What follows belongs to an exercise in optimizing a design on an open flow for small area and a short achievable clock period; a production flow would make more cautious choices. Only simulation tests tie the RTL to the original design; equivalence was not proved.

==> flow/design.v <==
package nmcu_pkg;
  localparam int DATA_WIDTH = 8;
  localparam int ACC_WIDTH  = 32;
  typedef enum logic [1:0] {
    IDLE  = 2'd0,
    ACCUM = 2'd1,
    FLUSH = 2'd2,
    DRAIN = 2'd3
  } pe_mac_state_e;
endpackage
module pe_mac_lane
#(
  parameter int DATA_WIDTH = nmcu_pkg::DATA_WIDTH,
  parameter int ACC_WIDTH  = nmcu_pkg::ACC_WIDTH
) (
  input  logic                  clk,
  input  logic                  load_en,   
  input  logic                  acc_clr,   
  input  logic [DATA_WIDTH-1:0] a,
  input  logic [DATA_WIDTH-1:0] b,
  output logic [ACC_WIDTH-1:0]  acc,
  output logic [DATA_WIDTH-1:0] result,
  output logic                  sat
);
  logic bo0;
  logic bt0;
  logic bn0;
  logic pp0_0;
  logic pp0_1;
  logic pp0_2;
  logic pp0_3;
  logic pp0_4;
  logic pp0_5;
  logic pp0_6;
  logic pp0_7;
  logic pp0_8;
  logic ppn0;
  logic bo1;
  logic bt1;
  logic bn1;
  logic pp1_0;
  logic pp1_1;
  logic pp1_2;
  logic pp1_3;
  logic pp1_4;
  logic pp1_5;
  logic pp1_6;
  logic pp1_7;
  logic pp1_8;
  logic ppn1;
  logic bo2;
  logic bt2;
  logic bn2;
  logic pp2_0;
  logic pp2_1;
  logic pp2_2;
  logic pp2_3;
  logic pp2_4;
  logic pp2_5;
  logic pp2_6;
  logic pp2_7;
  logic pp2_8;
  logic ppn2;
  logic bo3;
  logic bt3;
  logic bn3;
  logic pp3_0;
  logic pp3_1;
  logic pp3_2;
  logic pp3_3;
  logic pp3_4;
  logic pp3_5;
  logic pp3_6;
  logic pp3_7;
  logic pp3_8;
  logic ppn3;
  logic ms1;
  logic mc1;
  logic ms2;
  logic mc2;
  logic ms3;
  logic mc3;
  logic ms4;
  logic mc4;
  logic ms5;
  logic mc5;
  logic ms6;
  logic mc6;
  logic ms7;
  logic mc7;
  logic ms8;
  logic mc8;
  logic ms9;
  logic mc9;
  logic ms10;
  logic mc10;
  logic ms11;
  logic mc11;
  logic ms12;
  logic mc12;
  logic ms13;
  logic mc13;
  logic ms14;
  logic mc14;
  logic ms15;
  logic mc15;
  logic ms16;
  logic mc16;
  logic ms17;
  logic mc17;
  logic ms18;
  logic mc18;
  logic ms19;
  logic mc19;
  logic ms20;
  logic mc20;
  logic ms21;
  logic mc21;
  logic ms22;
  logic mc22;
  logic ms23;
  logic mc23;
  logic ms24;
  logic mc24;
  assign bo0 = b[0] & load_en;
  assign bt0 = (b[1] & ~b[0]) & load_en;
  assign bn0 = b[1] & load_en;
  assign pp0_0 = (bo0 & a[0]) ^ bn0;
  assign pp0_1 = ((bo0 & a[1]) | (bt0 & a[0])) ^ bn0;
  assign pp0_2 = ((bo0 & a[2]) | (bt0 & a[1])) ^ bn0;
  assign pp0_3 = ((bo0 & a[3]) | (bt0 & a[2])) ^ bn0;
  assign pp0_4 = ((bo0 & a[4]) | (bt0 & a[3])) ^ bn0;
  assign pp0_5 = ((bo0 & a[5]) | (bt0 & a[4])) ^ bn0;
  assign pp0_6 = ((bo0 & a[6]) | (bt0 & a[5])) ^ bn0;
  assign pp0_7 = ((bo0 & a[7]) | (bt0 & a[6])) ^ bn0;
  assign pp0_8 = ((bo0 & a[7]) | (bt0 & a[7])) ^ bn0;
  assign ppn0 = ~pp0_8;
  assign bo1 = (b[2] ^ b[1]) & load_en;
  assign bt1 = ((b[3] & ~b[2] & ~b[1]) | (~b[3] & b[2] & b[1])) & load_en;
  assign bn1 = b[3] & load_en;
  assign pp1_0 = (bo1 & a[0]) ^ bn1;
  assign pp1_1 = ((bo1 & a[1]) | (bt1 & a[0])) ^ bn1;
  assign pp1_2 = ((bo1 & a[2]) | (bt1 & a[1])) ^ bn1;
  assign pp1_3 = ((bo1 & a[3]) | (bt1 & a[2])) ^ bn1;
  assign pp1_4 = ((bo1 & a[4]) | (bt1 & a[3])) ^ bn1;
  assign pp1_5 = ((bo1 & a[5]) | (bt1 & a[4])) ^ bn1;
  assign pp1_6 = ((bo1 & a[6]) | (bt1 & a[5])) ^ bn1;
  assign pp1_7 = ((bo1 & a[7]) | (bt1 & a[6])) ^ bn1;
  assign pp1_8 = ((bo1 & a[7]) | (bt1 & a[7])) ^ bn1;
  assign ppn1 = ~pp1_8;
  assign bo2 = (b[4] ^ b[3]) & load_en;
  assign bt2 = ((b[5] & ~b[4] & ~b[3]) | (~b[5] & b[4] & b[3])) & load_en;
  assign bn2 = b[5] & load_en;
  assign pp2_0 = (bo2 & a[0]) ^ bn2;
  assign pp2_1 = ((bo2 & a[1]) | (bt2 & a[0])) ^ bn2;
  assign pp2_2 = ((bo2 & a[2]) | (bt2 & a[1])) ^ bn2;
  assign pp2_3 = ((bo2 & a[3]) | (bt2 & a[2])) ^ bn2;
  assign pp2_4 = ((bo2 & a[4]) | (bt2 & a[3])) ^ bn2;
  assign pp2_5 = ((bo2 & a[5]) | (bt2 & a[4])) ^ bn2;
  assign pp2_6 = ((bo2 & a[6]) | (bt2 & a[5])) ^ bn2;
  assign pp2_7 = ((bo2 & a[7]) | (bt2 & a[6])) ^ bn2;
  assign pp2_8 = ((bo2 & a[7]) | (bt2 & a[7])) ^ bn2;
  assign ppn2 = ~pp2_8;
  assign bo3 = (b[6] ^ b[5]) & load_en;
  assign bt3 = ((b[7] & ~b[6] & ~b[5]) | (~b[7] & b[6] & b[5])) & load_en;
  assign bn3 = b[7] & load_en;
  assign pp3_0 = (bo3 & a[0]) ^ bn3;
  assign pp3_1 = ((bo3 & a[1]) | (bt3 & a[0])) ^ bn3;
  assign pp3_2 = ((bo3 & a[2]) | (bt3 & a[1])) ^ bn3;
  assign pp3_3 = ((bo3 & a[3]) | (bt3 & a[2])) ^ bn3;
  assign pp3_4 = ((bo3 & a[4]) | (bt3 & a[3])) ^ bn3;
  assign pp3_5 = ((bo3 & a[5]) | (bt3 & a[4])) ^ bn3;
  assign pp3_6 = ((bo3 & a[6]) | (bt3 & a[5])) ^ bn3;
  assign pp3_7 = ((bo3 & a[7]) | (bt3 & a[6])) ^ bn3;
  assign pp3_8 = ((bo3 & a[7]) | (bt3 & a[7])) ^ bn3;
  assign ppn3 = ~pp3_8;
  assign ms1 = bn3 ^ pp0_6;
  assign mc1 = bn3 & pp0_6;
  assign ms2 = pp0_7 ^ pp1_5;
  assign mc2 = pp0_7 & pp1_5;
  assign ms3 = 1'b1 ^ pp1_6 ^ pp2_4;
  assign mc3 = (1'b1 & pp1_6) | (1'b1 & pp2_4) | (pp1_6 & pp2_4);
  assign ms4 = 1'b1 ^ pp1_7;
  assign mc4 = 1'b1 & pp1_7;
  assign ms5 = bn2 ^ pp0_4;
  assign mc5 = bn2 & pp0_4;
  assign ms6 = pp0_5 ^ pp1_3;
  assign mc6 = pp0_5 & pp1_3;
  assign ms7 = pp1_4 ^ pp2_2 ^ pp3_0;
  assign mc7 = (pp1_4 & pp2_2) | (pp1_4 & pp3_0) | (pp2_2 & pp3_0);
  assign ms8 = pp2_3 ^ pp3_1 ^ mc1;
  assign mc8 = (pp2_3 & pp3_1) | (pp2_3 & mc1) | (pp3_1 & mc1);
  assign ms9 = pp3_2 ^ ppn0 ^ mc2;
  assign mc9 = (pp3_2 & ppn0) | (pp3_2 & mc2) | (ppn0 & mc2);
  assign ms10 = pp2_5 ^ pp3_3 ^ ms4;
  assign mc10 = (pp2_5 & pp3_3) | (pp2_5 & ms4) | (pp3_3 & ms4);
  assign ms11 = pp2_6 ^ pp3_4 ^ ppn1;
  assign mc11 = (pp2_6 & pp3_4) | (pp2_6 & ppn1) | (pp3_4 & ppn1);
  assign ms12 = 1'b1 ^ pp2_7;
  assign mc12 = 1'b1 & pp2_7;
  assign ms13 = bn1 ^ pp0_2;
  assign mc13 = bn1 & pp0_2;
  assign ms14 = pp0_3 ^ pp1_1;
  assign mc14 = pp0_3 & pp1_1;
  assign ms15 = pp1_2 ^ pp2_0 ^ ms5;
  assign mc15 = (pp1_2 & pp2_0) | (pp1_2 & ms5) | (pp2_0 & ms5);
  assign ms16 = pp2_1 ^ mc5 ^ ms6;
  assign mc16 = (pp2_1 & mc5) | (pp2_1 & ms6) | (mc5 & ms6);
  assign ms17 = mc6 ^ ms1 ^ ms7;
  assign mc17 = (mc6 & ms1) | (mc6 & ms7) | (ms1 & ms7);
  assign ms18 = ms2 ^ mc7 ^ ms8;
  assign mc18 = (ms2 & mc7) | (ms2 & ms8) | (mc7 & ms8);
  assign ms19 = ms3 ^ mc8 ^ ms9;
  assign mc19 = (ms3 & mc8) | (ms3 & ms9) | (mc8 & ms9);
  assign ms20 = mc3 ^ mc9 ^ ms10;
  assign mc20 = (mc3 & mc9) | (mc3 & ms10) | (mc9 & ms10);
  assign ms21 = mc4 ^ ms11 ^ mc10;
  assign mc21 = (mc4 & ms11) | (mc4 & mc10) | (ms11 & mc10);
  assign ms22 = pp3_5 ^ ms12 ^ mc11;
  assign mc22 = (pp3_5 & ms12) | (pp3_5 & mc11) | (ms12 & mc11);
  assign ms23 = pp3_6 ^ ppn2 ^ mc12;
  assign mc23 = (pp3_6 & ppn2) | (pp3_6 & mc12) | (ppn2 & mc12);
  assign ms24 = 1'b1 ^ pp3_7;
  assign mc24 = 1'b1 & pp3_7;
  logic [15:0] row0_d, row0_q;
  assign row0_d = {1'b1, ppn3, ms24, ms23, ms22, ms21, ms20, ms19, ms18, ms17, ms16, ms15, ms14, pp1_0, pp0_1, bn0};
  logic [15:0] row1_d, row1_q;
  assign row1_d = {1'b0, mc24, mc23, mc22, mc21, mc20, mc19, mc18, mc17, mc16, mc15, mc14, mc13, ms13, 1'b0, pp0_0};
  always_ff @(posedge clk) begin
    row0_q <= row0_d;
    row1_q <= row1_d;
  end
  logic [31:0] acc_q;
  logic ls25;
  logic lc25;
  logic ls26;
  logic lc26;
  logic ls27;
  logic lc27;
  logic ls28;
  logic lc28;
  logic ls29;
  logic lc29;
  logic ls30;
  logic lc30;
  logic ls31;
  logic lc31;
  logic ls32;
  logic lc32;
  logic ls33;
  logic lc33;
  logic ls34;
  logic lc34;
  logic ls35;
  logic lc35;
  logic ls36;
  logic lc36;
  logic ls37;
  logic lc37;
  logic ls38;
  logic lc38;
  logic ls39;
  logic lc39;
  logic ls40;
  logic lc40;
  assign ls25 = acc_q[0] ^ row0_q[0];
  assign lc25 = acc_q[0] & row0_q[0];
  assign ls26 = acc_q[1] ^ row0_q[1];
  assign lc26 = acc_q[1] & row0_q[1];
  assign ls27 = acc_q[2] ^ row0_q[2] ^ row1_q[2];
  assign lc27 = (acc_q[2] & row0_q[2]) | (acc_q[2] & row1_q[2]) | (row0_q[2] & row1_q[2]);
  assign ls28 = acc_q[3] ^ row0_q[3] ^ row1_q[3];
  assign lc28 = (acc_q[3] & row0_q[3]) | (acc_q[3] & row1_q[3]) | (row0_q[3] & row1_q[3]);
  assign ls29 = acc_q[4] ^ row0_q[4] ^ row1_q[4];
  assign lc29 = (acc_q[4] & row0_q[4]) | (acc_q[4] & row1_q[4]) | (row0_q[4] & row1_q[4]);
  assign ls30 = acc_q[5] ^ row0_q[5] ^ row1_q[5];
  assign lc30 = (acc_q[5] & row0_q[5]) | (acc_q[5] & row1_q[5]) | (row0_q[5] & row1_q[5]);
  assign ls31 = acc_q[6] ^ row0_q[6] ^ row1_q[6];
  assign lc31 = (acc_q[6] & row0_q[6]) | (acc_q[6] & row1_q[6]) | (row0_q[6] & row1_q[6]);
  assign ls32 = acc_q[7] ^ row0_q[7] ^ row1_q[7];
  assign lc32 = (acc_q[7] & row0_q[7]) | (acc_q[7] & row1_q[7]) | (row0_q[7] & row1_q[7]);
  assign ls33 = acc_q[8] ^ row0_q[8] ^ row1_q[8];
  assign lc33 = (acc_q[8] & row0_q[8]) | (acc_q[8] & row1_q[8]) | (row0_q[8] & row1_q[8]);
  assign ls34 = acc_q[9] ^ row0_q[9] ^ row1_q[9];
  assign lc34 = (acc_q[9] & row0_q[9]) | (acc_q[9] & row1_q[9]) | (row0_q[9] & row1_q[9]);
  assign ls35 = acc_q[10] ^ row0_q[10] ^ row1_q[10];
  assign lc35 = (acc_q[10] & row0_q[10]) | (acc_q[10] & row1_q[10]) | (row0_q[10] & row1_q[10]);
  assign ls36 = acc_q[11] ^ row0_q[11] ^ row1_q[11];
  assign lc36 = (acc_q[11] & row0_q[11]) | (acc_q[11] & row1_q[11]) | (row0_q[11] & row1_q[11]);
  assign ls37 = acc_q[12] ^ row0_q[12] ^ row1_q[12];
  assign lc37 = (acc_q[12] & row0_q[12]) | (acc_q[12] & row1_q[12]) | (row0_q[12] & row1_q[12]);
  assign ls38 = acc_q[13] ^ row0_q[13] ^ row1_q[13];
  assign lc38 = (acc_q[13] & row0_q[13]) | (acc_q[13] & row1_q[13]) | (row0_q[13] & row1_q[13]);
  assign ls39 = acc_q[14] ^ row0_q[14] ^ row1_q[14];
  assign lc39 = (acc_q[14] & row0_q[14]) | (acc_q[14] & row1_q[14]) | (row0_q[14] & row1_q[14]);
  assign ls40 = acc_q[15] ^ row0_q[15];
  assign lc40 = acc_q[15] & row0_q[15];
  logic [17:0] pg_p, pg_g, lo_sum;
  assign pg_p = {1'b0 ^ 1'b0, lc40 ^ 1'b0, ls40 ^ lc39, ls39 ^ lc38, ls38 ^ lc37, ls37 ^ lc36, ls36 ^ lc35, ls35 ^ lc34, ls34 ^ lc33, ls33 ^ lc32, ls32 ^ lc31, ls31 ^ lc30, ls30 ^ lc29, ls29 ^ lc28, ls28 ^ lc27, ls27 ^ lc26, ls26 ^ lc25, row1_q[0] ^ ls25};
  assign pg_g = {1'b0 & 1'b0, lc40 & 1'b0, ls40 & lc39, ls39 & lc38, ls38 & lc37, ls37 & lc36, ls36 & lc35, ls35 & lc34, ls34 & lc33, ls33 & lc32, ls32 & lc31, ls31 & lc30, ls30 & lc29, ls29 & lc28, ls28 & lc27, ls27 & lc26, ls26 & lc25, row1_q[0] & ls25};
  logic bg1, bp1;
  assign bg1 = pg_g[1] | (pg_p[1] & pg_g[0]);
  assign bp1 = pg_p[1] & pg_p[0];
  logic bg2, bp2;
  assign bg2 = pg_g[3] | (pg_p[3] & pg_g[2]);
  assign bp2 = pg_p[3] & pg_p[2];
  logic bg3, bp3;
  assign bg3 = pg_g[5] | (pg_p[5] & pg_g[4]);
  assign bp3 = pg_p[5] & pg_p[4];
  logic bg4, bp4;
  assign bg4 = pg_g[7] | (pg_p[7] & pg_g[6]);
  assign bp4 = pg_p[7] & pg_p[6];
  logic bg5, bp5;
  assign bg5 = pg_g[9] | (pg_p[9] & pg_g[8]);
  assign bp5 = pg_p[9] & pg_p[8];
  logic bg6, bp6;
  assign bg6 = pg_g[11] | (pg_p[11] & pg_g[10]);
  assign bp6 = pg_p[11] & pg_p[10];
  logic bg7, bp7;
  assign bg7 = pg_g[13] | (pg_p[13] & pg_g[12]);
  assign bp7 = pg_p[13] & pg_p[12];
  logic bg8, bp8;
  assign bg8 = pg_g[15] | (pg_p[15] & pg_g[14]);
  assign bp8 = pg_p[15] & pg_p[14];
  logic bg9, bp9;
  assign bg9 = pg_g[17] | (pg_p[17] & pg_g[16]);
  assign bp9 = pg_p[17] & pg_p[16];
  logic bg10, bp10;
  assign bg10 = bg2 | (bp2 & bg1);
  assign bp10 = bp2 & bp1;
  logic bg11, bp11;
  assign bg11 = bg4 | (bp4 & bg3);
  assign bp11 = bp4 & bp3;
  logic bg12, bp12;
  assign bg12 = bg6 | (bp6 & bg5);
  assign bp12 = bp6 & bp5;
  logic bg13, bp13;
  assign bg13 = bg8 | (bp8 & bg7);
  assign bp13 = bp8 & bp7;
  logic bg14, bp14;
  assign bg14 = bg11 | (bp11 & bg10);
  assign bp14 = bp11 & bp10;
  logic bg15, bp15;
  assign bg15 = bg13 | (bp13 & bg12);
  assign bp15 = bp13 & bp12;
  logic bg16, bp16;
  assign bg16 = bg15 | (bp15 & bg14);
  assign bp16 = bp15 & bp14;
  logic bg17, bp17;
  assign bg17 = bg12 | (bp12 & bg14);
  assign bp17 = bp12 & bp14;
  logic bg18, bp18;
  assign bg18 = bg3 | (bp3 & bg10);
  assign bp18 = bp3 & bp10;
  logic bg19, bp19;
  assign bg19 = bg5 | (bp5 & bg14);
  assign bp19 = bp5 & bp14;
  logic bg20, bp20;
  assign bg20 = bg7 | (bp7 & bg17);
  assign bp20 = bp7 & bp17;
  logic bg21, bp21;
  assign bg21 = bg9 | (bp9 & bg16);
  assign bp21 = bp9 & bp16;
  logic bg22, bp22;
  assign bg22 = pg_g[2] | (pg_p[2] & bg1);
  assign bp22 = pg_p[2] & bp1;
  logic bg23, bp23;
  assign bg23 = pg_g[4] | (pg_p[4] & bg10);
  assign bp23 = pg_p[4] & bp10;
  logic bg24, bp24;
  assign bg24 = pg_g[6] | (pg_p[6] & bg18);
  assign bp24 = pg_p[6] & bp18;
  logic bg25, bp25;
  assign bg25 = pg_g[8] | (pg_p[8] & bg14);
  assign bp25 = pg_p[8] & bp14;
  logic bg26, bp26;
  assign bg26 = pg_g[10] | (pg_p[10] & bg19);
  assign bp26 = pg_p[10] & bp19;
  logic bg27, bp27;
  assign bg27 = pg_g[12] | (pg_p[12] & bg17);
  assign bp27 = pg_p[12] & bp17;
  logic bg28, bp28;
  assign bg28 = pg_g[14] | (pg_p[14] & bg20);
  assign bp28 = pg_p[14] & bp20;
  logic bg29, bp29;
  assign bg29 = pg_g[16] | (pg_p[16] & bg16);
  assign bp29 = pg_p[16] & bp16;
  assign lo_sum[0] = pg_p[0];
  assign lo_sum[1] = pg_p[1] ^ pg_g[0];
  assign lo_sum[2] = pg_p[2] ^ bg1;
  assign lo_sum[3] = pg_p[3] ^ bg22;
  assign lo_sum[4] = pg_p[4] ^ bg10;
  assign lo_sum[5] = pg_p[5] ^ bg23;
  assign lo_sum[6] = pg_p[6] ^ bg18;
  assign lo_sum[7] = pg_p[7] ^ bg24;
  assign lo_sum[8] = pg_p[8] ^ bg14;
  assign lo_sum[9] = pg_p[9] ^ bg25;
  assign lo_sum[10] = pg_p[10] ^ bg19;
  assign lo_sum[11] = pg_p[11] ^ bg26;
  assign lo_sum[12] = pg_p[12] ^ bg17;
  assign lo_sum[13] = pg_p[13] ^ bg27;
  assign lo_sum[14] = pg_p[14] ^ bg20;
  assign lo_sum[15] = pg_p[15] ^ bg28;
  assign lo_sum[16] = pg_p[16] ^ bg16;
  assign lo_sum[17] = pg_p[17] ^ bg29;
  logic        inc, dec;
  logic [15:0] hi, hi_next, all1, all0;
  assign inc = lo_sum[17];
  assign dec = !lo_sum[17] && !lo_sum[16];
  assign hi  = acc_q[31:16];
  always_comb begin
    all1[0] = 1'b1;
    all0[0] = 1'b1;
    for (int i = 1; i < 16; i++) begin
      all1[i] = all1[i-1] & hi[i-1];
      all0[i] = all0[i-1] & !hi[i-1];
    end
  end
  logic [15:0] hi_inc, hi_dec;
  assign hi_inc  = hi ^ all1;
  assign hi_dec  = hi ^ all0;
  assign hi_next = inc ? hi_inc : dec ? hi_dec : hi;
  logic hz_next, ho_next, z15, o15;
  assign z15 = (hi[15:1] == '0);
  assign o15 = (hi[15:1] == '1);
  assign hz_next = inc ? (o15 & hi[0])
                 : dec ? (z15 & hi[0])
                 :       (z15 & !hi[0]);
  assign ho_next = inc ? (o15 & !hi[0])
                 : dec ? (z15 & !hi[0])
                 :       (o15 & hi[0]);
  logic lz_next, lo_next;
  assign lz_next = (lo_sum[15:7] == '0);
  assign lo_next = (lo_sum[15:7] == '1);
  logic inr_q, inr_next;
  assign inr_next = (hz_next & lz_next) | (ho_next & lo_next);
  always_ff @(posedge clk) begin
    if (load_en && acc_clr) begin
      acc_q <= '0;
      inr_q <= 1'b1;
    end else begin
      acc_q <= {hi_next, lo_sum[15:0]};
      inr_q <= inr_next;
    end
  end
  logic in_range;
  assign in_range = inr_q;
  assign acc    = acc_q;
  assign sat    = !in_range;
  assign result = in_range ? acc_q[DATA_WIDTH-1:0]
                           : {acc_q[ACC_WIDTH-1], {(DATA_WIDTH-1){!acc_q[ACC_WIDTH-1]}}};
endmodule
module pe_mac_array
#(
  parameter int DATA_WIDTH = nmcu_pkg::DATA_WIDTH,
  parameter int ACC_WIDTH  = nmcu_pkg::ACC_WIDTH,
  parameter int NUM_LANES  = 8
) (
  input  logic                            clk,
  input  logic                            rst_n,
  input  logic                            in_valid_i,
  output logic                            in_ready_o,
  input  logic [NUM_LANES*DATA_WIDTH-1:0] a_i,
  input  logic [NUM_LANES*DATA_WIDTH-1:0] b_i,
  input  logic                            first_i,
  input  logic                            last_i,
  output logic                            out_valid_o,
  input  logic                            out_ready_i,
  output logic [NUM_LANES*DATA_WIDTH-1:0] result_o,
  output logic [NUM_LANES*ACC_WIDTH-1:0]  acc_o,
  output logic [NUM_LANES-1:0]            sat_o,
  output logic                            busy_o,
  output nmcu_pkg::pe_mac_state_e        state_o
);
  nmcu_pkg::pe_mac_state_e state_q;
  logic          ready;
  logic          accept;
  logic          load;
  logic          open_group;
  assign ready       = (state_q == nmcu_pkg::IDLE) || (state_q == nmcu_pkg::ACCUM);
  assign in_ready_o  = rst_n && ready;
  assign accept      = in_valid_i && in_ready_o;
  assign load        = in_valid_i && ready;
  assign out_valid_o = (state_q == nmcu_pkg::DRAIN);
  assign busy_o      = (state_q != nmcu_pkg::IDLE);
  assign state_o     = state_q;
  assign open_group  = first_i || (state_q == nmcu_pkg::IDLE);
  always_ff @(posedge clk or negedge rst_n) begin
    if (!rst_n) begin
      state_q <= nmcu_pkg::IDLE;
    end else begin
      case (state_q)
        nmcu_pkg::IDLE, nmcu_pkg::ACCUM: if (accept) state_q <= last_i ? nmcu_pkg::FLUSH : nmcu_pkg::ACCUM;
        nmcu_pkg::FLUSH:       state_q <= nmcu_pkg::DRAIN;
        nmcu_pkg::DRAIN:       if (out_ready_i) state_q <= nmcu_pkg::IDLE;
        default:     state_q <= nmcu_pkg::IDLE;
      endcase
    end
  end
  for (genvar n = 0; n < NUM_LANES; n++) begin : g_lane
    pe_mac_lane #(
      .DATA_WIDTH(DATA_WIDTH),
      .ACC_WIDTH (ACC_WIDTH)
    ) u_lane (
      .clk    (clk),
      .load_en(load),
      .acc_clr(open_group),
      .a      (a_i[n*DATA_WIDTH +: DATA_WIDTH]),
      .b      (b_i[n*DATA_WIDTH +: DATA_WIDTH]),
      .acc    (acc_o[n*ACC_WIDTH +: ACC_WIDTH]),
      .result (result_o[n*DATA_WIDTH +: DATA_WIDTH]),
      .sat    (sat_o[n])
    );
  end
endmodule
==> flow/flow/run.sh <==
#!/bin/bash
# Own layout flow: the standard flow (the standard.sh, all steps) with
# the port buffers made from buf_1 cells instead of ORFS's default choice.
# Each tool's output goes to the ORFS logs under orfs/logs; this script's
# own output goes to run.log.
set -e
{
  echo "== standard.sh"; cat standard.sh
  echo "== config.mk"; cat config.mk
  export BUFFER_PORTS_ARGS="-buffer_cell sky130_fd_sc_hd__buf_1"
  bash standard.sh
} > run.log 2>&1
==> flow/standard.sh <==
#!/bin/bash
# synth_recipe.tcl (not shown) runs the flow's synth.tcl, then flattens the netlist and writes it again
# the make line also repeats each setting of config.mk as NAME=value (left out here)
make -C /OpenROAD-flow-scripts/flow DESIGN_CONFIG=/design/flow/config.mk WORK_HOME=/design/flow/orfs CLKGATE_MAP_FILE= SYNTH_SCRIPT=/design/flow/synth_recipe.tcl "${@:-finish}"
==> flow/config.mk <==
export PLATFORM = sky130hd
export DESIGN_NAME = pe_mac_array
export DESIGN_NICKNAME = pe_mac_array
export VERILOG_FILES = /design/flow/design.v
export SDC_FILE = /design/flow/constraint.sdc
export NUM_CORES = 4
export LEC_CHECK = 0
export ABC_AREA = 1
export CAP_MARGIN = 20
export CORE_MARGIN = 2
export CORE_UTILIZATION = 40
export CTS_CLUSTER_DIAMETER = 100
export CTS_CLUSTER_SIZE = 22
export SETUP_SLACK_MARGIN = 2.8
export SLEW_MARGIN = 20
export TNS_END_PERCENT = 10
==> flow/constraint.sdc <==
create_clock -name core_clock -period 6.0 [get_ports {clk}]
set_input_delay 1.2000 -clock core_clock [delete_from_list [all_inputs] [get_ports {clk}]]
set_output_delay 1.2000 -clock core_clock [all_outputs]
set_load 0.01 [all_outputs]
==> flow_metrics.py, run 1 <==
metrics = {
    "final_layout": {
        "fill_cells": 8421,
        "multiInputGateArea_um2": 23000,
        "syn_to_final_growth_pct": 17.4,
        "final_nets": 5328,
        "drive_gt1_frac": 0.119,
        "utilization": 0.475,
        "layout.area.seq_um2": 10100,
        "antennaDiodeCount": 0,
        "fin_area_um2": 40500,
        "layout.cells.non_filler": 5864,
    },
    "die": {
        "pin_count": 467,
        "dieHeight_um": 298,
        "die_area_um2": 88600,
        "die-width_um": 298,
        "std_cell_rows": 107,
        "initial_core_util": 0.404,
        "core_area_um2": 85300,
    },
    "critical_path": {
        "worstPathRequired_ns": 6.48,
        "cp_max_fo": 18,
        "worst-setup-path-type": "in2reg",
        "crit_arrival_ns": 3.63,
        "critPathCaptureType": "flip-flop",
        "worst_setup_path_start_kind": "input port",
    },
    "routing": {
        "drtPass1Iterations": 7,
        "wl_um": 93000,
        "drc": 0,
        "post_drt_wl_per_cell_um": 15.9,
        "drtIter0Drc": 1485,
        "ant_nets": 0,
        "via_per_inst": 4.91,
        "vias": 28800,
    },
    "yosys": {
        "avgSynthCellArea_um2": 8.21,
        "syn_inst": 4199,
        "netlist_top_cells_area": "dfxtp_1, fa_1, ha_1, xor2_1, nand2_1",
        "synth_seq_cells": 498,
        "ys_seq_area_frac": 0.289,
        "netlist_area_um2": 34500,
        "synthArstFlopShare": 0.00402,
        "yosysTopAreaCellShare": 0.288,
        "synth_fp_nets": 4821,
        "synth_edf_count": 0,
        "yosysTopAreaCell": "dfxtp_1",
        "yosysWarnings": 2,
        "synthTopCellsByCount": "nand2_1, inv_1, dfxtp_1, nor2_1, xor2_1",
        "synth_cell_types": 52,
        "synth.most_common_cell": "nand2_1",
        "synth_flop_cell": "dfxtp_1",
    },
    "clock_tree": {
        "cts_tree": "done",
        "ctsLongestPathBuffers": 3,
        "clkSinkCount": 498,
        "clock_latency_ns": 0.62,
        "cts.clk_slew.worst_paths_ns": 0.09,
        "htree_num_levels": 1,
        "numCtsBuffers": 29,
        "clock-root-buffer": "clkbuf_16",
    },
    "timing": {
        "finalHoldViolations": 0,
        "fmax_mhz": 318,
        "fin_worst_skew_ns": 0.0181,
        "fin_crit_sh": 0.524,
        "tightest_slew_ns": 0.917,
        "setup_viol": 0,
        "slew_violations": 0,
        "max_slew_margin": 0.389,
        "rsz0062_at_grt": "true",
        "setup-tns-final_ns": 0,
        "min_period_ns": 3.15,
    },
    "job": {
        "maxCapViolCount": 0,
    },
    "placed_design": {
        "placedCellCount": 5735,
        "globalplace.congestion": 0.911,
        "hpwl_um": 71200,
        "detailed_place.area_um2": 37400,
        "io_buffer_count": 466,
    },
    "global_route": {
        "grt_overflow": 0,
        "antenna_found_initial": 3,
        "grt_first_pass_wirelength_um": 146000,
        "grt_pass1_vias": 27700,
        "gr-usage-all-layers": 0.201,
        "grt_max_degree": 76,
    },
    "run_status": {
        "status": "complete, no violations",
    },
    "min_path": {
        "hp-class": "in2async",
    },
}
[what timing repair did]
| item | 4_1_cts | 5_1_grt |
|---|---|---|
| gates resized for setup | 121 | 253 |
| pin swaps | 26 | 126 |
| cloned | 6 | 2 |
| endpoints found under the setup margin | 238 | 169 |
| hold endpoints to repair | 0 | 0 |
| setup buffers | 31 | 45 |
| hold buffers | 0 | 0 |
[per-layer routing]
layer | part of all wire | global-route usage
met1 | 0.44 | 0.261
met2 | 0.48 | 0.343
met3 | 0.058 | 0.0405
met4 | 0.019 | 0.0459
met5 | 0.00033 | 0
[sequential cells by signal (all words and copies together), names as in the netlist]
name / cells
g_lane.u_lane.acc_q: 256
g_lane.u_lane.row0_q: 120
g_lane.u_lane.row1_q: 112
g_lane.u_lane.inr_q: 8
state_q: 2
[final cells by class]
cell class / instances / share of cell area
Timing Repair Buffer: 554 / 0.0615
Timing Repair inverter: 2 / 0.000402
Clock inverter: 12 / 0.00420
Sequential cell: 498 / 0.249
Multi-Input combinational cell: 2964 / 0.569
Tap cell: 1144 / 0.0354
Clock buffer: 33 / 0.0188
Inverter: 657 / 0.0622
[layout by cell type (no fill, tap or decap), types with 9 or more instances in the layout]
master / n
xor2_1: 284
o21ai_0: 109
nor3_2: 12
ha_4: 35
buf_1: 465
dfxtp_1: 444
o31ai_1: 9
xnor2_2: 10
o21ai_2: 9
nor2_1: 431
clkbuf_16: 30
o22ai_1: 189
a21oi_1: 195
a21o_1: 16
a31oi_1: 12
ha_1: 167
nand3_1: 162
fa_1: 260
nand3_4: 27
fa_2: 20
buf_4: 81
o211ai_1: 9
nor2_2: 19
or2_2: 30
nand2_1: 627
o22ai_2: 21
a21oi_2: 13
o21ai_1: 21
nand2_2: 32
nor2_4: 34
nand4_1: 71
nor3_1: 17
dfxtp_2: 45
nand3_2: 20
inv_1: 609
inv_2: 35
xnor2_1: 38
[critical path, stage by stage]
cell     delay [ns]
buf_6          0.15
nand2_8        0.15
buf_12         0.22
nor2_1         0.12
buf_6          0.18
nand2_2        0.11
o22ai_1        0.16
xor2_1         0.19
ha_1           0.16
inv_1          0.05
fa_1           0.47
inv_1          0.04
fa_1           0.42
[worst paths after layout]
check	startpoint	end	slack, ns	cells past startpoint
worst min register to register	g_lane[3].u_lane.acc_q[26]	g_lane[3].u_lane.acc_q[26]	0.50	2
worst max-delay path	in_valid_i	g_lane[1].u_lane.row0_q[8]	2.85	13
min in group core_clock	g_lane[3].u_lane.acc_q[26]	g_lane[3].u_lane.acc_q[26]	0.50	2
worst max register to register	g_lane[7].u_lane.row0_q[0]	g_lane[7].u_lane.inr_q	2.86	15
max in group asynchronous	rst_n	state_q[1]	5.44	1
worst min-delay path	rst_n	state_q[0]	0.39	1
[cell families (layout without fill, tap and decap cells)]
kind of cell / after synthesis / count (layout) / share of synthesized area
compound gates: 634 / 634 / 0.108
simple gates: 1497 / 1502 / 0.193
xor+xnor: 340 / 340 / 0.0864
buf+inv: 742 / 1258 / 0.0858
flops: 498 / 498 / 0.289
fa+ha+maj: 488 / 488 / 0.238
[through the flow]
stage          hold slack [ns]  setup WS [ns]
6_report                 0.391           2.85
2_1_floorplan            0.500           2.74
4_1_cts                  0.344           2.72
5_1_grt                  0.355           2.72
3_3_place_gp             0.475           1.56
3_5_place_dp             0.487           1.53
==> run 2, diff against run 1 <==
--- a/flow/config.mk
+++ b/flow/config.mk
@@ -11,6 +11,6 @@
 export CORE_UTILIZATION = 40
 export CTS_CLUSTER_DIAMETER = 100
 export CTS_CLUSTER_SIZE = 22
-export SETUP_SLACK_MARGIN = 2.8
+export SETUP_SLACK_MARGIN = 3.0
 export SLEW_MARGIN = 20
 export TNS_END_PERCENT = 10
==> run 2 against run 1 <==
Compared with the run above:
- still clean
- critical path depth fell by 2
- wire length rose by 0.40%
- synthesized area did not move
- core utilization rose by 1.1 points
- synthesized cell count did not move
- die area did not move
- critical path type unchanged
==> flow_metrics.py, run 2 <==
metrics = {
    "yosys": {
        "avgSynthCellArea_um2": 8.21,
        "muxShareOfSynthArea": 0,
        "synth_top_family_by_area": "adder cells",
        "yosysTopAreaCellShare": 0.288,
        "synth_cell_types": 52,
        "synthSimpleGateAreaFrac": 0.193,
        "netlist_area_um2": 34500,
        "synth_seq_cells": 498,
        "syn_inst": 4199,
        "synthTopCellsByCount": "nand2_1, inv_1, dfxtp_1, nor2_1, xor2_1",
        "synth_edf_count": 0,
        "synth.most_common_cell": "nand2_1",
        "ys_seq_area_frac": 0.289,
        "synth-xor-area-share": 0.0864,
        "yosysWarnings": 2,
        "yosysTopAreaCell": "dfxtp_1",
        "synth-compound-area-share": 0.108,
        "synth_fp_nets": 4821,
        "synthAdderAreaFrac": 0.238,
        "netlist_top_cells_area": "dfxtp_1, fa_1, ha_1, xor2_1, nand2_1",
        "synth_flop_cell": "dfxtp_1",
        "synthArstFlopShare": 0.00402,
    },
    "routing": {
        "drc": 0,
        "wl_um": 93400,
        "ant_nets": 0,
        "post_drt_wl_per_cell_um": 15.8,
        "vias": 28900,
        "drtIter0Drc": 1480,
        "drtPass1Iterations": 5,
        "via_per_inst": 4.90,
    },
    "die": {
        "initial_core_util": 0.404,
        "pin_count": 467,
        "die_area_um2": 88600,
        "dieHeight_um": 298,
        "std_cell_rows": 107,
        "core_area_um2": 85300,
        "die-width_um": 298,
    },
    "final_layout": {
        "final_common_cell": "nand2_1",
        "top_regs": "g_lane.u_lane.acc_q x256, g_lane.u_lane.row0_q x120, g_lane.u_lane.row1_q x112",
        "layout_common_cells": "nand2_1, inv_1, buf_1, dfxtp_1, nor2_1",
        "largest_register_ffs": 256,
        "syn_to_final_growth_pct": 20.1,
        "final_nets": 5354,
        "drive_gt1_frac": 0.144,
        "fin_area_um2": 41400,
        "regMostFlops": "g_lane.u_lane.acc_q",
        "layout.cells.non_filler": 5900,
        "utilization": 0.486,
    },
    "global_route": {
        "use_met1": 0.261,
        "grt_max_degree": 91,
        "grt_pass1_vias": 27600,
        "grt_first_pass_wirelength_um": 146000,
        "busiest_layer": "met2",
        "grtUsageMet3": 0.0353,
        "grt_overflow": 0,
        "antenna_found_initial": 10,
        "met2_usage": 0.340,
        "gr-usage-all-layers": 0.202,
    },
    "critical_path": {
        "worst_setup_path_start_kind": "input port",
        "path_buf_inv": 3,
        "critPathCaptureType": "flip-flop",
        "cp_max_fo": 21,
        "worstPathRequired_ns": 6.52,
        "crit_arrival_ns": 3.67,
        "crit_chain": "buf_4, nand2_8, buf_8, nor2_4, buf_4, nand2_1, o22ai_1, xor2_1, ha_1, fa_1, fa_1",
        "slowest_stage": "fa_1",
        "worst-setup-path-type": "in2reg",
        "cp_top_family": "adder cells",
        "crit_path_max_incr_delay_ns": 0.49,
    },
    "clock_tree": {
        "ctsLongestPathBuffers": 3,
        "clkSinkCount": 498,
        "cts_tree": "done",
        "hold_buffers": 0,
        "cts.clk_slew.worst_paths_ns": 0.09,
        "clock_latency_ns": 0.63,
        "clock-root-buffer": "clkbuf_16",
        "htree_num_levels": 1,
        "numCtsBuffers": 30,
    },
    "run_status": {
        "status": "complete, no violations",
    },
    "timing": {
        "max_slew_margin": 0.442,
        "finalHoldViolations": 0,
        "min_period_ns": 3.15,
        "fmax_mhz": 317,
        "rsz0062_at_grt": "true",
        "setup_viol": 0,
        "tightest_slew_ns": 0.837,
        "fin_worst_skew_ns": 0.0297,
        "fin_crit_sh": 0.525,
        "slew_violations": 0,
        "setup-tns-final_ns": 0,
        "holdWs_ns": 0.418,
    },
    "placed_design": {
        "globalplace.congestion": 0.891,
        "io_buffer_count": 466,
        "detailed_place.area_um2": 37400,
        "hpwl_um": 70900,
        "placedCellCount": 5730,
    },
    "min_path": {
        "hp-class": "in2async",
    },
    "job": {
        "maxCapViolCount": 0,
    },
}
==> run 2: cell count changes in the layout (fill, tap and decap cells not counted), sizes merged <==
cell,previous run,this run
bufinv,3,6
buf,553,580
inv,653,656
nand2,666,665
clkbuf,34,35
diode,0,7
clkinv,8,5
clkinvlp,7,6
==> run 2: cells by family (layout without fill, tap and decap cells) <==
logic type                 count (synthesis)  count (layout)
DFF                                      498             498
and+or+nand+nor                         1497            1501
adders and majority gates                488             488
other                                      0               7
xor gates and xnor gates                 340             340
AOI/OAI and AO/OA                        634             634
buffers and inverters                    742            1288
==> run 2: routing by layer <==
| metal | share of wire | wire [um] |
|---|---|---|
| met5 | 0.00028 | 26 |
| met4 | 0.029 | 2730 |
| met3 | 0.051 | 4800 |
| met2 | 0.47 | 44300 |
| met1 | 0.44 | 41500 |
==> run 2: final cells by class <==
type,count,area [um^2]
well taps,1144,1430
fillers,8352,43900
inverters,657,2530
flip-flops and latches,498,10100
clock buffers,35,801
diodes,7,17.5
repair inverters,2,32.5
clock inverters,14,262
multi-input cells,2963,23500
repair buffers,580,2700
==> run 2: repair_timing <==
item,CTS,global route
setup endpoints to repair,356,231
pin swaps,56,161
gates resized for setup,221,287
buffers inserted,58,49
cloned,7,0
==> run 2: path summary, 6_finish.rpt <==
check,start,cells past startpoint,slack [ns],endpoint
worst min register to register,g_lane[0].u_lane.acc_q[20],2,0.51,g_lane[0].u_lane.acc_q[20]
min in group core_clock,g_lane[0].u_lane.acc_q[20],2,0.51,g_lane[0].u_lane.acc_q[20]
worst max-delay path,in_valid_i,11,2.85,g_lane[6].u_lane.row0_q[7]
max in group asynchronous,rst_n,1,5.39,state_q[1]
worst min-delay path,rst_n,1,0.42,state_q[1]
worst max register to register,g_lane[0].u_lane.acc_q[5],19,2.88,g_lane[0].u_lane.acc_q[31]
==> run 2: metrics by stage <==
stage	setup WS (ns)
after floorplan	2.74
after global placement	1.49
after detailed placement	1.46
after CTS	2.82
after global routing	2.74
final	2.85
==> run 3, diff against run 2 <==
--- a/flow/config.mk
+++ b/flow/config.mk
@@ -8,9 +8,10 @@
 export ABC_AREA = 1
 export CAP_MARGIN = 20
 export CORE_MARGIN = 2
-export CORE_UTILIZATION = 40
+export CORE_UTILIZATION = 50
 export CTS_CLUSTER_DIAMETER = 100
 export CTS_CLUSTER_SIZE = 22
-export SETUP_SLACK_MARGIN = 3.0
+export PLACE_DENSITY = 0.75
+export SETUP_SLACK_MARGIN = 2.8
 export SLEW_MARGIN = 20
 export TNS_END_PERCENT = 10
==> run 3 against run 2 <==
Compared with the run above:
- still clean
- first-iteration DRC count up 15%
- synthesized area unchanged
- sequential share of layout area grew 0.71 points
- global-route usage grew 3.6 points
- worst hold slack got worse by 0.034 ns
- wire length shrank 4.8%
- cell area decreased by 3.4%
- critical path depth is 6 higher
- critical endpoint is now g_lane[0].u_lane.acc_q[27]
==> flow_metrics.py, run 3 <==
metrics = {
    "run_status": {
        "status": "complete, no violations",
    },
    "timing": {
        "holdWs_ns": 0.384,
        "fin_crit_sh": 0.540,
        "rsz0062_at_grt": "true",
        "slew_violations": 0,
        "fin_worst_skew_ns": 0.0286,
        "max_slew_margin": 0.444,
        "setup_slack_ns": 2.76,
        "setup_viol": 0,
        "finalHoldViolations": 0,
        "min_period_ns": 3.24,
        "tightest_slew_ns": 0.834,
        "fmax_mhz": 308,
        "setup-tns-final_ns": 0,
    },
    "final_layout": {
        "final_nets": 5339,
        "drive_gt1_frac": 0.114,
        "top_regs": "g_lane.u_lane.acc_q x256, g_lane.u_lane.row0_q x120, g_lane.u_lane.row1_q x112",
        "final_common_cell": "nand2_1",
        "layout_common_cells": "nand2_1, inv_1, buf_1, dfxtp_1, nor2_1",
        "syn_to_final_growth_pct": 16.0,
        "regMostFlops": "g_lane.u_lane.acc_q",
        "largest_register_ffs": 256,
    },
    "yosys": {
        "ys_seq_area_frac": 0.289,
        "synth_seq_cells": 498,
        "synthTopCellsByCount": "nand2_1, inv_1, dfxtp_1, nor2_1, xor2_1",
        "avgSynthCellArea_um2": 8.21,
        "yosysTopAreaCellShare": 0.288,
        "netlist_area_um2": 34500,
        "synth_fp_nets": 4821,
        "synth_edf_count": 0,
        "synth_cell_types": 52,
        "synth_flop_cell": "dfxtp_1",
        "synthArstFlopShare": 0.00402,
        "yosysWarnings": 2,
        "yosysTopAreaCell": "dfxtp_1",
        "netlist_top_cells_area": "dfxtp_1, fa_1, ha_1, xor2_1, nand2_1",
        "synth.most_common_cell": "nand2_1",
        "syn_inst": 4199,
    },
    "placed_design": {
        "dp_slack_ns": 1.24,
        "hpwl_um": 67000,
        "io_buffer_count": 466,
        "globalplace.congestion": 0.907,
    },
    "routing": {
        "post_drt_wl_per_cell_um": 15.8,
        "vias": 29400,
        "drtIter0Drc": 1706,
        "drc": 0,
        "drtPass1Iterations": 8,
        "via_per_inst": 5.23,
        "ant_nets": 0,
        "wl_um": 88800,
    },
    "global_route": {
        "grt_max_degree": 85,
        "antenna_found_initial": 11,
        "grt_first_pass_wirelength_um": 139000,
        "gr-usage-all-layers": 0.238,
        "grt_overflow": 0,
        "grt_pass1_vias": 27800,
    },
    "clock_tree": {
        "clock_latency_ns": 0.62,
        "hold_buffers": 0,
        "htree_num_levels": 1,
        "cts.clk_slew.worst_paths_ns": 0.09,
        "clkSinkCount": 498,
        "ctsLongestPathBuffers": 3,
        "clock-root-buffer": "clkbuf_16",
        "numCtsBuffers": 29,
        "cts_tree": "done",
    },
    "critical_path": {
        "worst_setup_path_start_kind": "flip-flop",
        "critPathCaptureType": "flip-flop",
        "crit_arrival_ns": 3.80,
        "cp_max_fo": 5,
        "worstPathRequired_ns": 6.56,
        "worst-setup-path-type": "reg2reg",
    },
    "die": {
        "pin_count": 467,
        "core_area_um2": 68500,
        "initial_core_util": 0.504,
        "die-width_um": 267,
        "die_area_um2": 71100,
        "std_cell_rows": 96,
        "dieHeight_um": 267,
    },
    "min_path": {
        "hp-class": "in2async",
    },
    "job": {
        "maxCapViolCount": 0,
    },
}
-- run 3: worst paths after layout --
kind                                                  from                    endpoint  slack, ns  depth (start not counted)
worst max-delay path             g_lane[0].u_lane.acc_q[9]  g_lane[0].u_lane.acc_q[27]       2.76                         17
worst min-delay path                                 rst_n                  state_q[1]       0.38                          1
worst max register to register   g_lane[0].u_lane.acc_q[9]  g_lane[0].u_lane.acc_q[27]       2.76                         17
worst min register to register  g_lane[3].u_lane.acc_q[26]  g_lane[3].u_lane.acc_q[26]       0.50                          2
max in group asynchronous                            rst_n                  state_q[0]       5.44                          1
min in group core_clock         g_lane[3].u_lane.acc_q[26]  g_lane[3].u_lane.acc_q[26]       0.50                          2
-- run 3: cell families after synthesis --
family                     after synthesis  share of synthesized area
and+or+nand+nor                       1497                      0.193
adders and majority gates              488                      0.238
buffers and inverters                  742                     0.0858
xor gates and xnor gates               340                     0.0864
AOI/OAI and AO/OA                      634                      0.108
DFF                                    498                      0.289
-- run 3: metrics by stage --
| stage | utilization | cell area [um^2] | cells |
|---|---|---|---|
| floorplan | - | 34600 | 4199 |
| global placement | 0.542 | 37100 | 5472 |
| detailed placement | 0.542 | 37100 | 5472 |
| CTS | 0.565 | 38600 | 5545 |
| global route | 0.584 | 40000 | 5619 |
| finish | 0.584 | 40000 | 5619 |
-- run 3: worst max-delay path, stage by stage, from the launching register on --
cell	delay, ns
dfxtp_2	0.37
fa_1	0.60
ha_4	0.24
a21oi_2	0.17
o21ai_1	0.12
a21oi_2	0.23
nand2_4	0.09
ha_4	0.27
inv_4	0.07
nand2_4	0.06
o21ai_4	0.16
nand2_2	0.10
nor2_4	0.20
buf_6	0.13
nand4_1	0.09
nand2_1	0.11
nand2_1	0.06
nor2_1	0.12
-- run 3: layout make-up --
class / count / area (um^2)
Clock buffer: 30 / 729
Timing Repair inverter: 2 / 16.3
Fill cell: 5900 / 28500
Timing Repair Buffer: 568 / 2560
Sequential cell: 498 / 10000
Multi-Input combinational cell: 2961 / 22800
Clock inverter: 11 / 155
Inverter: 657 / 2520
Antenna cell: 10 / 25.0
Tap cell: 882 / 1100
-- run 3: timing repair --
item | CTS | global route
endpoints found under the setup margin | 399 | 156
resized for setup | 90 | 225
buffers inserted | 29 | 63
gates cloned | 3 | 1
pin swaps | 19 | 107
-- run 3: routing by layer --
layer	track usage	share of wire	up-vias
met4	0.0794	0.031	2
met3	0.0408	0.057	172
li1	-	-	14500
met1	0.301	0.42	13900
met5	0	0.00015	-
met2	0.411	0.49	790
==> run 4, diff against run 3 <==
--- a/flow/config.mk
+++ b/flow/config.mk
@@ -8,10 +8,9 @@
 export ABC_AREA = 1
 export CAP_MARGIN = 20
 export CORE_MARGIN = 2
-export CORE_UTILIZATION = 50
+export CORE_UTILIZATION = 40
 export CTS_CLUSTER_DIAMETER = 100
-export CTS_CLUSTER_SIZE = 22
-export PLACE_DENSITY = 0.75
+export CTS_CLUSTER_SIZE = 25
 export SETUP_SLACK_MARGIN = 2.8
 export SLEW_MARGIN = 20
 export TNS_END_PERCENT = 10
==> run 4 against run 3 <==
Compared with the run above:
- worst hold slack got worse by 0.0071 ns
- register-to-register slack gained 0.09 ns
- sequential share of layout area decreased by 0.29 points
- critical path type is now in2reg
- highest routed layer unchanged
==> flow_metrics.py, run 4 <==
metrics = {
    "routing": {
        "vias": 28900,
        "via_per_inst": 4.92,
        "drtIter0Drc": 1447,
        "post_drt_wl_per_cell_um": 15.9,
        "ant_nets": 0,
        "drtPass1Iterations": 5,
        "wl_um": 93200,
        "drc": 0,
    },
    "placed_design": {
        "globalplace.congestion": 0.911,
        "io_buffer_count": 466,
        "hpwl_um": 71200,
    },
    "clock_tree": {
        "clock-root-buffer": "clkbuf_16",
        "clkSinkCount": 498,
        "cts.clk_slew.worst_paths_ns": 0.10,
        "numCtsBuffers": 28,
        "clock_latency_ns": 0.62,
        "htree_num_levels": 1,
        "hold_buffers": 0,
        "cts_tree": "done",
        "ctsLongestPathBuffers": 3,
    },
    "yosys": {
        "synthArstFlopShare": 0.00402,
        "synth_fp_nets": 4821,
        "ys_seq_area_frac": 0.289,
        "synth.most_common_cell": "nand2_1",
        "netlist_top_cells_area": "dfxtp_1, fa_1, ha_1, xor2_1, nand2_1",
        "synth_flop_cell": "dfxtp_1",
        "yosysTopAreaCellShare": 0.288,
        "netlist_area_um2": 34500,
        "synth_edf_count": 0,
        "synth_seq_cells": 498,
        "synthTopCellsByCount": "nand2_1, inv_1, dfxtp_1, nor2_1, xor2_1",
        "synth_cell_types": 52,
        "yosysTopAreaCell": "dfxtp_1",
        "syn_inst": 4199,
        "avgSynthCellArea_um2": 8.21,
        "yosysWarnings": 2,
    },
    "timing": {
        "rsz0062_at_grt": "true",
        "min_period_ns": 3.20,
        "holdWs_ns": 0.377,
        "slew_violations": 0,
        "fmax_mhz": 313,
        "finalHoldViolations": 0,
        "max_slew_margin": 0.398,
        "setup-tns-final_ns": 0,
        "tightest_slew_ns": 0.903,
        "setup_viol": 0,
        "fin_worst_skew_ns": 0.0192,
        "fin_crit_sh": 0.533,
    },
    "global_route": {
        "grt_overflow": 0,
        "grt_max_degree": 76,
        "grt_pass1_vias": 27600,
        "gr-usage-all-layers": 0.201,
        "grt_first_pass_wirelength_um": 146000,
        "antenna_found_initial": 3,
    },
    "final_layout": {
        "final_common_cell": "nand2_1",
        "syn_to_final_growth_pct": 17.7,
        "regMostFlops": "g_lane.u_lane.acc_q",
        "largest_register_ffs": 256,
        "antennaDiodeCount": 0,
        "fill_cells": 8406,
        "drive_gt1_frac": 0.123,
        "top_regs": "g_lane.u_lane.acc_q x256, g_lane.u_lane.row0_q x120, g_lane.u_lane.row1_q x112",
        "final_nets": 5333,
        "layout_common_cells": "nand2_1, inv_1, buf_1, dfxtp_1, nor2_1",
    },
    "die": {
        "die-width_um": 298,
        "dieHeight_um": 298,
        "die_area_um2": 88600,
        "pin_count": 467,
        "std_cell_rows": 107,
        "core_area_um2": 85300,
        "initial_core_util": 0.404,
    },
    "critical_path": {
        "worstPathRequired_ns": 6.52,
        "crit_arrival_ns": 3.72,
        "worst-setup-path-type": "in2reg",
        "cp_max_fo": 14,
        "critPathCaptureType": "flip-flop",
        "worst_setup_path_start_kind": "input port",
    },
    "job": {
        "maxCapViolCount": 0,
    },
    "min_path": {
        "hp-class": "in2async",
    },
    "run_status": {
        "status": "complete, no violations",
    },
}
-- run 4: cell counts after synthesis --
Identical to the previous run, type by type.
-- run 4: worst paths after layout --
kind	startpoint	depth (start not counted)	endpoint	slack (ns)
setup / recovery	in_valid_i	12	g_lane[4].u_lane.row0_q[10]	2.80
hold / removal	rst_n	1	state_q[0]	0.38
setup reg to reg	g_lane[7].u_lane.row0_q[2]	14	g_lane[7].u_lane.inr_q	2.85
hold reg to reg	g_lane[7].u_lane.acc_q[23]	2	g_lane[7].u_lane.acc_q[23]	0.50
max in group asynchronous	rst_n	1	state_q[1]	5.44
min in group core_clock	g_lane[7].u_lane.acc_q[23]	2	g_lane[7].u_lane.acc_q[23]	0.50
-- run 4: metal layers --
metal / vias up / GRT usage / part of all wire
li1: 14500 / - / -
met1: 13600 / 0.261 / 0.44
met2: 642 / 0.344 / 0.48
met3: 123 / 0.0398 / 0.060
met4: 6 / 0.0457 / 0.021
met5: - / 0 / 0.00033
-- run 4: cells by family after synthesis --
| group | Yosys count | synth area share |
|---|---|---|
| buf+inv | 742 | 0.0858 |
| simple gates | 1497 | 0.193 |
| compound gates | 634 | 0.108 |
| fa+ha+maj | 488 | 0.238 |
| xor+xnor | 340 | 0.0864 |
| flops | 498 | 0.289 |
-- run 4: timing repair --
action	CTS	global route
resized for setup	120	266
setup buffers	30	53
cloned	6	1
pin swaps	25	127
endpoints found under the setup margin	238	168
-- run 4: layout make-up --
class	instances	area (um^2)	area share
multi-input combinational	2963	23000	0.568
tap	1144	1430	0.0353
inverter	657	2520	0.0620
timing repair buffer	561	2560	0.0630
clock inverter	15	181	0.00447
timing repair inverter	2	25.0	0.000616
clock buffer	33	761	0.0187
sequential	498	10100	0.248
-- run 4: critical path, stage by stage --
cell       delay (ns)
buf_6            0.14
nand2_8          0.15
buf_12           0.20
clkbuf_16        0.22
a21oi_1          0.13
nand2_1          0.22
o22ai_1          0.21
xor2_1           0.12
fa_1             0.54
inv_1            0.05
fa_1             0.49
inv_1            0.03
-- run 4: metrics by stage --
step	util	std cells	setup slack, ns	cell area [um^2]
2_1_floorplan	-	4199	2.74	34600
3_3_place_gp	0.439	5735	1.56	37400
3_5_place_dp	0.439	5735	1.53	37400
4_1_cts	0.459	5819	2.72	39100
5_1_grt	0.476	5873	2.71	40600
6_report	0.476	5873	2.80	40600
==> run 5, diff against run 4 <==
--- a/flow/config.mk
+++ b/flow/config.mk
@@ -10,7 +10,8 @@
 export CORE_MARGIN = 2
 export CORE_UTILIZATION = 40
 export CTS_CLUSTER_DIAMETER = 100
-export CTS_CLUSTER_SIZE = 25
+export CTS_CLUSTER_SIZE = 22
+export GPL_ROUTABILITY_DRIVEN = 0
 export SETUP_SLACK_MARGIN = 2.8
 export SLEW_MARGIN = 20
 export TNS_END_PERCENT = 10
==> run 5 against run 4 <==
Compared with the run above:
- still clean on timing, DRC and antenna
- clock skew fell by 0.0011 ns
- maximum frequency grew 1.7%
- wire length is 0.21% lower
- core utilization shrank 0.14 points
- flip-flop and latch count did not move
- worst hold slack gained 0.015 ns
- non-clock buffer count fell by 7
- count of clock-buffer cells in the layout is the same
- first-iteration DRC count rose by 2.6%
==> flow_metrics.py, run 5 <==
metrics = {
    "yosys": {
        "yosysTopAreaCell": "dfxtp_1",
        "synth_flop_cell": "dfxtp_1",
        "synthTopCellsByCount": "nand2_1, inv_1, dfxtp_1, nor2_1, xor2_1",
        "avgSynthCellArea_um2": 8.21,
        "yosysWarnings": 2,
        "netlist_area_um2": 34500,
        "synth_fp_nets": 4821,
        "syn_inst": 4199,
        "synth_cell_types": 52,
        "synth_seq_cells": 498,
        "synth.most_common_cell": "nand2_1",
        "synthArstFlopShare": 0.00402,
        "synth_edf_count": 0,
        "ys_seq_area_frac": 0.289,
        "netlist_top_cells_area": "dfxtp_1, fa_1, ha_1, xor2_1, nand2_1",
        "yosysTopAreaCellShare": 0.288,
    },
    "placed_design": {
        "hpwl_um": 71200,
        "io_buffer_count": 466,
        "placedCellCount": 5735,
    },
    "final_layout": {
        "drive_gt1_frac": 0.119,
        "final_common_cell": "nand2_1",
        "top_regs": "g_lane.u_lane.acc_q x256, g_lane.u_lane.row0_q x120, g_lane.u_lane.row1_q x112",
        "final_nets": 5328,
        "syn_to_final_growth_pct": 17.4,
        "largest_register_ffs": 256,
        "layout_common_cells": "nand2_1, inv_1, buf_1, dfxtp_1, nor2_1",
        "regMostFlops": "g_lane.u_lane.acc_q",
        "layout.cells.non_filler": 5864,
        "antennaDiodeCount": 0,
    },
    "routing": {
        "drtPass1Iterations": 7,
        "via_per_inst": 4.91,
        "vias": 28800,
        "wl_um": 93000,
        "post_drt_wl_per_cell_um": 15.9,
        "drc": 0,
        "drtIter0Drc": 1485,
        "ant_nets": 0,
    },
    "critical_path": {
        "worst_setup_path_start_kind": "input port",
        "r2r_cells": 15,
        "crit_arrival_ns": 3.63,
        "worst-setup-path-type": "in2reg",
        "r2r_end": "g_lane[7].u_lane.inr_q",
        "worstPathRequired_ns": 6.48,
        "rrSetupSlack_ns": 2.86,
        "cp_max_fo": 18,
        "critPathCaptureType": "flip-flop",
        "r2r-start": "g_lane[7].u_lane.row0_q[0]",
    },
    "timing": {
        "min_period_ns": 3.15,
        "setup_viol": 0,
        "slew_violations": 0,
        "fin_crit_sh": 0.524,
        "fmax_mhz": 318,
        "tightest_slew_ns": 0.917,
        "rsz0062_at_grt": "true",
        "max_slew_margin": 0.389,
        "finalHoldViolations": 0,
        "fin_worst_skew_ns": 0.0181,
        "setup-tns-final_ns": 0,
    },
    "global_route": {
        "gr-usage-all-layers": 0.201,
        "grt_pass1_vias": 27700,
        "grt_first_pass_wirelength_um": 146000,
        "antenna_found_initial": 3,
        "grt_max_degree": 76,
        "grt_overflow": 0,
    },
    "die": {
        "core_area_um2": 85300,
        "pin_count": 467,
        "std_cell_rows": 107,
        "initial_core_util": 0.404,
        "die_area_um2": 88600,
        "dieHeight_um": 298,
        "die-width_um": 298,
    },
    "clock_tree": {
        "cts.clk_slew.worst_paths_ns": 0.09,
        "ctsLongestPathBuffers": 3,
        "clock_latency_ns": 0.62,
        "htree_num_levels": 1,
        "clkSinkCount": 498,
        "hold_buffers": 0,
        "cts_tree": "done",
        "clock-root-buffer": "clkbuf_16",
        "numCtsBuffers": 29,
    },
    "min_path": {
        "hp-class": "in2async",
    },
    "job": {
        "maxCapViolCount": 0,
    },
    "run_status": {
        "status": "complete, no violations",
    },
}
[run 5: cell counts after synthesis]
Identical to the previous run, type by type.
[run 5: how the worst max path moves through the flow]
| stage | start | end | slack [ns] | depth (start not counted) |
|---|---|---|---|---|
| 5_1_grt | g_lane[0].u_lane.acc_q[13] | g_lane[0].u_lane.acc_q[25] | 2.72 | 19 |
| 2_1_floorplan | in_valid_i | g_lane[3].u_lane.row0_q[8] | 2.74 | 11 |
| 4_1_cts | g_lane[0].u_lane.acc_q[0] | g_lane[0].u_lane.inr_q | 2.72 | 19 |
| 6_report | in_valid_i | g_lane[1].u_lane.row0_q[8] | 2.85 | 13 |
| 3_3_place_gp | in_valid_i | g_lane[0].u_lane.row0_q[8] | 1.56 | 12 |
| 3_5_place_dp | in_valid_i | g_lane[0].u_lane.row0_q[8] | 1.53 | 12 |
[run 5: per-stage QoR]
stage	setup WS [ns]	hold WS, ns	utilization	cell area (um^2)
after floorplan	2.74	0.500	-	34600
after global placement	1.56	0.475	0.439	37400
after detailed placement	1.53	0.487	0.439	37400
after CTS	2.72	0.344	0.459	39100
after global routing	2.72	0.355	0.475	40500
final	2.85	0.391	0.475	40500
[run 5: cell families (layout without fill, tap and decap cells)]
group,count (synthesis),in the layout,synth area share
simple gates,1497,1502,0.193
buf+inv,742,1258,0.0858
compound gates,634,634,0.108
flops,498,498,0.289
fa+ha+maj,488,488,0.238
xor+xnor,340,340,0.0864
[run 5: metal layers]
metal | GRT usage | vias up | wire, um
met5 | 0 | - | 31
met4 | 0.0459 | 6 | 1740
met3 | 0.0405 | 115 | 5380
met2 | 0.343 | 638 | 44600
met1 | 0.261 | 13500 | 41200
li1 | - | 14500 | -
[run 5: cell type report]
type                            instances  area [um^2]
Tap cell                             1144         1430
Multi-Input combinational cell       2964        23000
Fill cell                            8421        44800
Clock buffer                           33          761
Timing Repair inverter                  2         16.3
Inverter                              657         2520
Sequential cell                       498        10100
Clock inverter                         12          170
Timing Repair Buffer                  554         2490
[run 5: worst max-delay path: stages]
cell and delay, ns:
buf_6 0.15, nand2_8 0.15, buf_12 0.22, nor2_1 0.12
buf_6 0.18, nand2_2 0.11, o22ai_1 0.16, xor2_1 0.19
ha_1 0.16, inv_1 0.05, fa_1 0.47, inv_1 0.04
fa_1 0.42
[run 5: timing repair]
action / CTS / global route
endpoints found under the setup margin: 238 / 169
gates cloned: 6 / 2
setup buffers: 31 / 45
pin swaps: 26 / 126
gates resized for setup: 121 / 253

[separate check: timing with driven ports]
The flow's constraints put no driver on any port. The routed layouts listed below were extracted and timed again, unchanged, in two steps.
Step 1, drivers: a clkbuf_16 drives clk and a buf_2 each remaining input, both assumed.
Step 2 also shifts input and output timing later by t, the mid clock arrival at the registers, as if the neighbouring blocks saw the same clock.
a / b / c = ideal / step 1 / step 2; a / b = the first two.
run | shift t [ns] | slack for setup (ns) | hold WS [ns] | worst setup path at the end | clock arrival spread, ns
run 1 | 0.675 | 2.854 / 2.859 / 2.207 | 0.391 / 0.347 / 0.496 | input to register | 0.028 / 0.028
run 2 | 0.682 | 2.847 / 2.866 / 2.201 | 0.418 / 0.375 / 0.510 | input to register | 0.030 / 0.030
run 3 | 0.676 | 2.758 / 2.758 / 2.144 | 0.384 / 0.343 / 0.497 | input to register | 0.031 / 0.030
run 4 | 0.673 | 2.801 / 2.825 / 2.152 | 0.377 / 0.337 / 0.502 | input to register | 0.026 / 0.026
run 5 | 0.675 | 2.854 / 2.859 / 2.207 | 0.391 / 0.347 / 0.496 | input to register | 0.028 / 0.028
After both steps setup and hold are still met in every run listed. The setup slack of run 4, which loses most, moves by +0.024 ns with the drivers and by -0.649 ns with both steps.
